Background: an optimization exercise with open tools, aiming at a short achievable clock period, few clock cycles per item and low power. Do not read the settings as production practice. Function was checked by simulation only, so behaviour that the tests miss may differ from the original. Power is estimated from default activity; no workload was simulated.

// fmul_pipe
module fmul_pipe
#(
    parameter int EXP   = 8,
    parameter int FRAC  = 23,
    parameter int WIDTH = EXP + FRAC + 1
) (
    input  logic              clk,
    input  logic              rst,
    input  logic              in_valid,
    output logic              in_ready,
    input  logic [WIDTH-1:0]  a,
    input  logic [WIDTH-1:0]  b,
    input  logic [1:0]        round_mode,
    output logic              out_valid,
    input  logic              out_ready,
    output logic [WIDTH-1:0]  r,
    output logic [NFLAGS-1:0] flags
);
For scale: about 3400 cells after synthesis, roughly 460 flip-flops, ~110 I/O pins, about 35000 um^2 of cells after synthesis.
==> flow/config.mk <==
export PLATFORM = sky130hd
export DESIGN_NAME = fmul_pipe
export DESIGN_NICKNAME = fmul_pipe
export VERILOG_FILES = /design/flow/design.v
export SDC_FILE = /design/flow/constraint.sdc
export NUM_CORES = 4
export LEC_CHECK = 0
export CAP_MARGIN = 20
export CORE_MARGIN = 2
export CORE_UTILIZATION = 40
export CTS_CLUSTER_DIAMETER = 150
export CTS_CLUSTER_SIZE = 20
export SETUP_SLACK_MARGIN = 4.5
export SLEW_MARGIN = 20
==> flow/constraint.sdc <==
create_clock -name core_clock -period 8.0 [get_ports {clk}]
set_input_delay 1.6000 -clock core_clock [delete_from_list [all_inputs] [get_ports {clk}]]
set_output_delay 1.6000 -clock core_clock [all_outputs]
set_load 0.01 [all_outputs]
run.sh (not shown) runs the stock make flow with config.mk's settings and CLKGATE_MAP_FILE= SYNTH_SCRIPT=/design/flow/synth_recipe.tcl, a recipe that flattens the netlist after the stock synthesis.
The baseline went through all stages and came out clean.
Testbench counts at the start, summed over its fixed seeds: cycles 32,032, items 32,000.
Change:
ABC_AREA = 1   (was unset)
CAP_MARGIN = 10   (was 20)
SETUP_SLACK_MARGIN = 4.3   (was 4.5)
SLEW_MARGIN = 10   (was 20)
After rerunning:
- cell count grows by 15%
- first-iteration DRC count increases by 18%
- global-route usage decreases by 1.0 points
Change:
ABC_AREA = unset   (was 1)
CAP_MARGIN = 20   (was 10)
CTS_CLUSTER_DIAMETER = unset   (was 150)
CTS_CLUSTER_SIZE = unset   (was 20)
SETUP_SLACK_MARGIN = 3.9   (was 4.3)
SLEW_MARGIN = 20   (was 10)
The changed run completed without violations.
Area after synthesis came out lower by a few percent.
Design area came out lower by a few percent.
Die area came out lower by a few percent.
Routed wire length came out lower by a few percent.
Clock power came out higher by well over a third.
Setup slack gets worse by 0.41 ns.
Worst hold slack is about the same.
Change:
CTS_CLUSTER_DIAMETER = 150   (was unset)
CTS_CLUSTER_SIZE = 20   (was unset)
SETUP_SLACK_MARGIN = 4.3   (was 3.9)
TNS_END_PERCENT = 10   (was unset)
Flip-flop and latch count does not change.
Wire length is higher by 0.81%.
Sequential share of layout area hardly moves.
Area after synthesis is unchanged.
Change:
ABC_AREA = 1   (was unset)
SETUP_SLACK_MARGIN = 4.2   (was 4.3)
TNS_END_PERCENT = unset   (was 10)
After rerunning: Cell area rose by a few percent; sequential cell count is unchanged; die area rose by a few percent; via count rose by roughly a tenth; total power is about the same; critical path depth rose by 1; routed wire length rose by a few percent.

---

Setup of job 1217:
Starting RTL as in the previous note.
Settings: LEC_CHECK=0, CAP_MARGIN=20, CORE_MARGIN=2, CORE_UTILIZATION=40, CTS_CLUSTER_DIAMETER=150, CTS_CLUSTER_SIZE=25, SETUP_SLACK_MARGIN=4.3, SLEW_MARGIN=20; clock period 8.0 ns.
Job 1217 finished all stages; the layout is clean.
Testbench counts of job 1217, summed over its fixed seeds: cycles 32,032, items 32,000.
#### Input delta (job 8948 over job 1217)
Settings: a deleted CTS_CLUSTER_SIZE that had been 25; a deleted CTS_CLUSTER_DIAMETER that had been 150.
--- outcome ---
Going from job 1217 to job 8948, net count of the mapped netlist barely changed; met2 usage in global routing barely changed.
On fmax, job 8948 does better than job 1217.
Against job 1217, job 8948 reports a met3 track demand over resource that is higher.
## Diff of input files: job 4261 against job 8948
Settings: an added CTS_CLUSTER_SIZE of 20; an added ABC_AREA of 1; an added CTS_CLUSTER_DIAMETER of 150.
Notes after the runs:
Of the two values seen for worst setup path endpoint, qC_26_1 was produced by job 4261 and xb_B[20] by job 8948. Job 4261 did not stop at any stage, and its layout met the timing, DRC and antenna checks. Run comparison: job 8948 slowest stage cell on the critical path sky130_fd_sc_hd__or4_4; job 4261 slowest stage cell on the critical path sky130_fd_sc_hd__fa_1. Die area in job 4261 is 2900 µm² higher than in job 8948. Re total wire length after detailed routing: job 8948 was lower than job 4261. The non-clock buffer count of job 4261 falls short of that of job 8948 by about 22%. Delta (job 4261 minus job 8948): fraction of standard cell area that is sequential climbed 0.21 points, vertical die dimension climbed 1.6%, routed wirelength normalized by instance count dropped 2.7 µm, per-instance average area after synthesis dropped 1.9 µm². Job 4261 ended up with a higher worst setup slack than job 8948 did. Job 8948 → job 4261: via count of the first global-routing pass picked up an extra 2310, initial antenna violation count lost 2. When the final numbers for job 8948 and job 4261 were put side by side, the data arrival time at the worst-slack endpoint turned out to be smaller in job 4261.

## static timing again, ports no longer ideal
No port has a modelled driver above. Below, the same layouts with a new extraction and two added sets of constraints.
Step 1, drivers: a clkbuf_16 drives clk and a buf_2 each remaining input, both assumed.
Step 2 moves the port delays by t, midway between the first and last clock arrival at a register: inputs arrive t later, outputs are due t later. That takes back most of the time a late clock gives input paths.
Three values: ideal ports, drivers, drivers and shift; two values: the first two.
| run | shift t [ns] | setup slack, ns | worst data-port slew with drivers (ns) | cell pins on the clock port's net |
|---|---|---|---|---|
| the first run of note 1 | 0.678 | 4.306 / 4.306 / 3.858 | 0.06 | 1 |
| the second run of note 1 | 0.667 | 4.402 / 4.402 / 3.780 | 0.06 | 1 |
| the third run of note 1 | 0.674 | 3.993 / 3.993 / 3.364 | 0.05 | 1 |
| the fourth run of note 1 | 0.674 | 4.163 / 4.163 / 3.619 | 0.05 | 1 |
| the fifth run of note 1 | 0.670 | 4.271 / 4.271 / 3.743 | 0.05 | 1 |
| job 1217 | 0.663 | 4.235 / 4.235 / 3.682 | 0.05 | 1 |
| job 8948 | 0.681 | 4.301 / 4.346 / 3.664 | 0.04 | 1 |
| job 4261 | 0.667 | 4.402 / 4.402 / 3.780 | 0.06 | 1 |
After both steps every run listed still meets setup and hold. The setup slack of job 8948, which loses most, moves by +0.045 ns with the drivers and by -0.637 ns with both steps.
